This is an optimization exercise on Yosys and OpenROAD, whose aim is small area, a short achievable clock period and few clock cycles per item, not a production implementation.
Function was checked by simulation only, so behaviour that the tests miss may differ from the original.
Power figures rest on the tool's default switching activity, not on a simulated workload.

Setup of trial 54:
==> flow/design.v <==
package cdq_pkg;
   localparam int DEPTH_DEFAULT = 16;
   localparam int DATA_W = 32;
   localparam int CAP_W  = 5;
   localparam int FUNC_W = 3;
   localparam logic [CAP_W-1:0] CAP_RESET = 5'd16;
   localparam logic [DATA_W-1:0] EMPTY_VALUE = 32'hFFFF_FFFF;
   localparam logic [FUNC_W-1:0] FUNC_PUSH_FRONT = 3'd0;
   localparam logic [FUNC_W-1:0] FUNC_PUSH_REAR  = 3'd1;
   localparam logic [FUNC_W-1:0] FUNC_POP_FRONT  = 3'd2;
   localparam logic [FUNC_W-1:0] FUNC_POP_REAR   = 3'd3;
   localparam logic [FUNC_W-1:0] FUNC_QUERY      = 3'd4;
   localparam int CSR_ADDR_W = 3;
   localparam int CSR_DATA_W = 32;
   localparam int MID_DEPTH = DEPTH_DEFAULT - 2;
   localparam int MID_AW    = 4;
endpackage
module cdq_ram #(
   parameter int WIDTH = 32,
   parameter int DEPTH = 14
) (
   input  logic             clock,
   input  logic [DEPTH-1:0] wr_sel,
   input  logic [WIDTH-1:0] wr_data,
   input  logic [DEPTH-1:0] rd_sel,
   output logic [WIDTH-1:0] rd_data
);
   logic [WIDTH-1:0] mem_ff [DEPTH];
   always_ff @(posedge clock) begin
      for (int i = 0; i < DEPTH; i++) begin
         if (wr_sel[i]) begin
            mem_ff[i] <= wr_data;
         end
      end
   end
   always_comb begin
      rd_data = '0;
      for (int i = 0; i < DEPTH; i++) begin
         rd_data = rd_data | (mem_ff[i] & {WIDTH{rd_sel[i]}});
      end
   end
endmodule
module circular_deque #(
   parameter int DEPTH = cdq_pkg::DEPTH_DEFAULT
) (
   input  logic                                clock,
   input  logic                                reset,
   input  logic                                req_valid,
   output logic                                req_ready,
   input  logic [cdq_pkg::FUNC_W-1:0]          req_func,
   input  logic signed [cdq_pkg::DATA_W-1:0]   req_value,
   output logic                                rsp_valid,
   input  logic                                rsp_ready,
   output logic                                rsp_ok,
   output logic [cdq_pkg::CAP_W-1:0]           rsp_count,
   output logic                                rsp_is_empty,
   output logic                                rsp_is_full,
   output logic signed [cdq_pkg::DATA_W-1:0]   rsp_head_value,
   output logic signed [cdq_pkg::DATA_W-1:0]   rsp_tail_value,
   input  logic                                csr_psel,
   input  logic                                csr_penable,
   input  logic                                csr_pwrite,
   input  logic [cdq_pkg::CSR_ADDR_W-1:0]      csr_paddr,
   input  logic [cdq_pkg::CSR_DATA_W-1:0]      csr_pwdata,
   output logic [cdq_pkg::CSR_DATA_W-1:0]      csr_prdata,
   output logic                                csr_pready
);
   localparam int CW = cdq_pkg::CAP_W;
   localparam int DW = cdq_pkg::DATA_W;
   localparam int MD = cdq_pkg::MID_DEPTH;
   localparam int MA = cdq_pkg::MID_AW;
   function automatic logic [MA-1:0] mid_inc(input logic [MA-1:0] i);
      mid_inc = (i == MA'(MD - 1)) ? '0 : i + MA'(1);
   endfunction
   function automatic logic [MA-1:0] mid_dec(input logic [MA-1:0] i);
      mid_dec = (i == '0) ? MA'(MD - 1) : i - MA'(1);
   endfunction
   logic [CW-1:0] capacity_ff;
   logic [CW-1:0] held_ff;
   logic          n0_ff;         
   logic          n1_ff;         
   logic          ge2_ff;        
   logic          ge3_ff;        
   logic          nf_ff;         
   logic          atc_ff;        
   logic          atcm1_ff;      
   logic [MA-1:0] fgap_ff;       
   logic [MA-1:0] rgap_ff;       
   logic [DW-1:0] head_ff;
   logic [DW-1:0] tail_ff;
   logic          rsp_valid_ff;
   logic          rsp_ok_ff;
   logic          rsp_full_ff;
   logic [CW-1:0] held;
   logic [CW-1:0] eff_cap;
   logic          n2, ge4, atcm2;
   assign held    = n0_ff ? '0 : held_ff;
   assign eff_cap = (capacity_ff == '0) ? CW'(1) :
                    (capacity_ff > CW'(DEPTH)) ? CW'(DEPTH) : capacity_ff;
   assign n2      = ge2_ff && !ge3_ff;
   assign ge4     = ge3_ff && (held_ff > CW'(3));
   assign atcm2   = (held + CW'(2) == eff_cap);
   logic accept;
   logic f_pushf, f_pushr, f_popf, f_popr, f_query;
   logic push_f, push_r, pop_f, pop_r, push, pop, op_ok;
   logic empty_next;
   assign req_ready = !rsp_valid_ff || rsp_ready;
   assign accept    = req_valid && req_ready;
   assign f_pushf = (req_func == cdq_pkg::FUNC_PUSH_FRONT);
   assign f_pushr = (req_func == cdq_pkg::FUNC_PUSH_REAR);
   assign f_popf  = (req_func == cdq_pkg::FUNC_POP_FRONT);
   assign f_popr  = (req_func == cdq_pkg::FUNC_POP_REAR);
   assign f_query = (req_func == cdq_pkg::FUNC_QUERY);
   assign push_f = f_pushf && nf_ff;
   assign push_r = f_pushr && nf_ff;
   assign pop_f  = f_popf && !n0_ff;
   assign pop_r  = f_popr && !n0_ff;
   assign push   = push_f || push_r;
   assign pop    = pop_f || pop_r;
   assign op_ok  = push || pop || f_query;
   assign empty_next = (n0_ff && !push) || (n1_ff && pop);
   logic [MA-1:0] fgap_inc, fgap_dec, rgap_inc, rgap_dec;
   logic [MD-1:0] wr_f_oh, wr_r_oh, rd_f_oh, rd_r_oh;
   logic [MD-1:0] wr_sel, rd_sel;
   logic [DW-1:0] wr_data, rd_data;
   assign fgap_inc = mid_inc(fgap_ff);
   assign fgap_dec = mid_dec(fgap_ff);
   assign rgap_inc = mid_inc(rgap_ff);
   assign rgap_dec = mid_dec(rgap_ff);
   always_comb begin
      for (int i = 0; i < MD; i++) begin
         wr_f_oh[i] = (fgap_ff == MA'(i));
         wr_r_oh[i] = (rgap_ff == MA'(i));
         rd_f_oh[i] = (fgap_inc == MA'(i));
         rd_r_oh[i] = (rgap_dec == MA'(i));
      end
   end
   assign wr_sel  = (accept && ge2_ff && nf_ff) ?
                    (({MD{f_pushf}} & wr_f_oh) | ({MD{f_pushr}} & wr_r_oh)) : '0;
   assign wr_data = req_func[0] ? tail_ff : head_ff;
   assign rd_sel  = req_func[0] ? rd_r_oh : rd_f_oh;
   cdq_ram #(
      .WIDTH (DW),
      .DEPTH (MD)
   ) u_mid (
      .clock   (clock),
      .wr_sel  (wr_sel),
      .wr_data (wr_data),
      .rd_sel  (rd_sel),
      .rd_data (rd_data)
   );
   logic          h_v, h_t, h_rd, h_keep;
   logic          t_v, t_h, t_rd, t_keep;
   logic [DW-1:0] head_in, tail_in;
   assign h_v    = push_f || (push_r && n0_ff);
   assign h_t    = pop_f && n2;
   assign h_rd   = pop_f && ge3_ff;
   assign h_keep = !(h_v || h_t || h_rd);
   assign t_v    = push_r || (push_f && n0_ff);
   assign t_h    = pop_r && n2;
   assign t_rd   = pop_r && ge3_ff;
   assign t_keep = !(t_v || t_h || t_rd);
   assign head_in = {DW{empty_next}} | ({DW{h_v}} & req_value) | ({DW{h_t}} & tail_ff) |
                    ({DW{h_rd}} & rd_data) | ({DW{h_keep}} & head_ff);
   assign tail_in = {DW{empty_next}} | ({DW{t_v}} & req_value) | ({DW{t_h}} & head_ff) |
                    ({DW{t_rd}} & rd_data) | ({DW{t_keep}} & tail_ff);
   logic cfg_wr;
   assign cfg_wr = csr_psel && csr_penable && csr_pwrite && !csr_paddr[2];
   always_ff @(posedge clock) begin
      if (reset) begin
         capacity_ff  <= cdq_pkg::CAP_RESET;
         n0_ff        <= 1'b1;
         n1_ff        <= 1'b0;
         ge2_ff       <= 1'b0;
         ge3_ff       <= 1'b0;
         nf_ff        <= 1'b1;
         atc_ff       <= 1'b0;
         atcm1_ff     <= 1'b0;
         fgap_ff      <= MA'(MD - 1);
         rgap_ff      <= '0;
         rsp_valid_ff <= 1'b0;
      end else begin
         rsp_valid_ff <= accept || (rsp_valid_ff && !rsp_ready);
         if (cfg_wr) begin
            capacity_ff <= csr_pwdata[CW-1:0];
            n0_ff       <= 1'b1;
            n1_ff       <= 1'b0;
            ge2_ff      <= 1'b0;
            ge3_ff      <= 1'b0;
            nf_ff       <= 1'b1;
            atc_ff      <= 1'b0;
            atcm1_ff    <= (csr_pwdata[CW-1:1] == '0);
            fgap_ff     <= MA'(MD - 1);
            rgap_ff     <= '0;
         end else if (accept) begin
            if (push) begin
               n0_ff    <= 1'b0;
               n1_ff    <= n0_ff;
               ge2_ff   <= !n0_ff;
               ge3_ff   <= ge2_ff;
               nf_ff    <= nf_ff && !atcm1_ff;
               atc_ff   <= atcm1_ff;
               atcm1_ff <= atcm2;
            end else if (pop) begin
               n0_ff    <= n1_ff;
               n1_ff    <= n2;
               ge2_ff   <= ge3_ff;
               ge3_ff   <= ge4;
               nf_ff    <= 1'b1;
               atc_ff   <= 1'b0;
               atcm1_ff <= atc_ff;
            end
            if (push_f && ge2_ff)     fgap_ff <= fgap_dec;
            else if (pop_f && ge3_ff) fgap_ff <= fgap_inc;
            if (push_r && ge2_ff)     rgap_ff <= rgap_inc;
            else if (pop_r && ge3_ff) rgap_ff <= rgap_dec;
         end
      end
   end
   always_ff @(posedge clock) begin
      if (accept) begin
         held_ff     <= push ? held + CW'(1) : pop ? held - CW'(1) : held;
         rsp_ok_ff   <= op_ok;
         rsp_full_ff <= push ? atcm1_ff : (!pop && atc_ff);
         head_ff     <= head_in;
         tail_ff     <= tail_in;
      end
   end
   assign csr_pready = 1'b1;
   assign csr_prdata = csr_paddr[2] ? '0 : cdq_pkg::CSR_DATA_W'(capacity_ff);
   assign rsp_valid      = rsp_valid_ff;
   assign rsp_ok         = rsp_ok_ff;
   assign rsp_count      = held_ff;
   assign rsp_is_empty   = (held_ff == '0);
   assign rsp_is_full    = rsp_full_ff;
   assign rsp_head_value = $signed(head_ff);
   assign rsp_tail_value = $signed(tail_ff);
endmodule
clock: 6.0 ns
lec_check: 0
cap_margin: 20
core_margin: 2
core_utilization: 40
setup_slack_margin: 3.0
slew_margin: 20
run.sh (not shown) runs the stock make flow with config.mk's settings and CLKGATE_MAP_FILE= SYNTH_SCRIPT=/design/flow/synth_recipe.tcl, a recipe that flattens the netlist after the stock synthesis.
Testbench counts of trial 54, summed over its fixed seeds: cycles 19,967, items 16,000.
Relative to trial 54, the following input files were edited for build 36:
- putting CTS_BUF_LIST at sky130_fd_sc_hd__clkbuf_8 where nothing was set
- putting CTS_CLUSTER_DIAMETER at 60 where nothing was set
- putting CTS_CLUSTER_SIZE at 16 where nothing was set
- swapping 3.0 for 3.35 in SETUP_SLACK_MARGIN
- swapping 40 for 55 in CORE_UTILIZATION
==> flow/flow/run.sh (new file) <==
#!/bin/bash
# The standard layout, with plain buffers (buf_2) on the ports in place of the
# delay buffers buffer_ports picks by default. Each run's full output goes to
# its own log file in the work folder.
set -euo pipefail
bash standard.sh BUFFER_PORTS_ARGS="-buffer_cell sky130_fd_sc_hd__buf_2" finish > standard.log 2>&1
==> flow/standard.sh (new file) <==
#!/bin/bash
# synth_recipe.tcl (not shown) runs the flow's synth.tcl, then flattens the netlist and writes it again
# the make line also repeats each setting of config.mk as NAME=value (left out here)
make -C /OpenROAD-flow-scripts/flow DESIGN_CONFIG=/design/flow/config.mk WORK_HOME=/design/flow/orfs CLKGATE_MAP_FILE= SYNTH_SCRIPT=/design/flow/synth_recipe.tcl "${@:-finish}"
removed: flow/run.sh
### Flow results
Looking at part of the total power dissipated in sequential elements, build 36 sits 10 points higher than trial 54 does. Layout buffering overhead excluding clock cells: build 36 higher than trial 54. Summary: with trial 54 as the reference, number of setup buffers added after CTS in build 36 moved up by more than a quarter. Build 36 vs trial 54: final critical-path required period down. Relative to trial 54, the ratio of total power to cell area measured on build 36 has decreased by more than 10%. As far as path length in cells of the critical path goes, build 36 and trial 54 are indistinguishable; the numbers are identical. Cmp trial 54 and build 36 / length of routed met2 wiring / higher: build 36. Internal power contribution: build 36 < trial 54. Compared with trial 54, total non-filler cell area in the finished layout in build 36 decreased by a few percent. Core occupancy in the finished layout: higher on build 36.

what the ideal ports hide:
In the flow no input, the clock included, has a driving cell. The finished layouts below were timed again as built, in two steps.
Step 1 sets driving cells, clkbuf_16 on the clock port and buf_2 on the other inputs (assumed; they add their load-dependent delay and slew).
Step 2 times the ports against the registers' clock, not the clock port: input delays grow and output delays shrink by t, the midpoint of the rising clock arrivals with the driver on.
Slacks: no drivers / after step 1 / after step 2; pairs: no drivers / after step 1.
| run | shift t [ns] | slack for setup (ns) | worst hold slack (ns) | worst setup path at the end | latest minus earliest clock arrival (ns) |
|---|---|---|---|---|---|
| trial 54 | 0.665 | 3.031 / 3.009 / 2.375 | 0.478 / 0.478 / 0.478 | input to register | 0.012 / 0.012 |
| build 36 | 0.680 | 3.175 / 3.142 / 2.462 | 0.500 / 0.500 / 0.500 | input to register | 0.028 / 0.029 |
After both steps setup and hold are still met in every run listed. The setup slack of build 36, which loses most, moves by -0.033 ns with the drivers and by -0.713 ns with both steps.
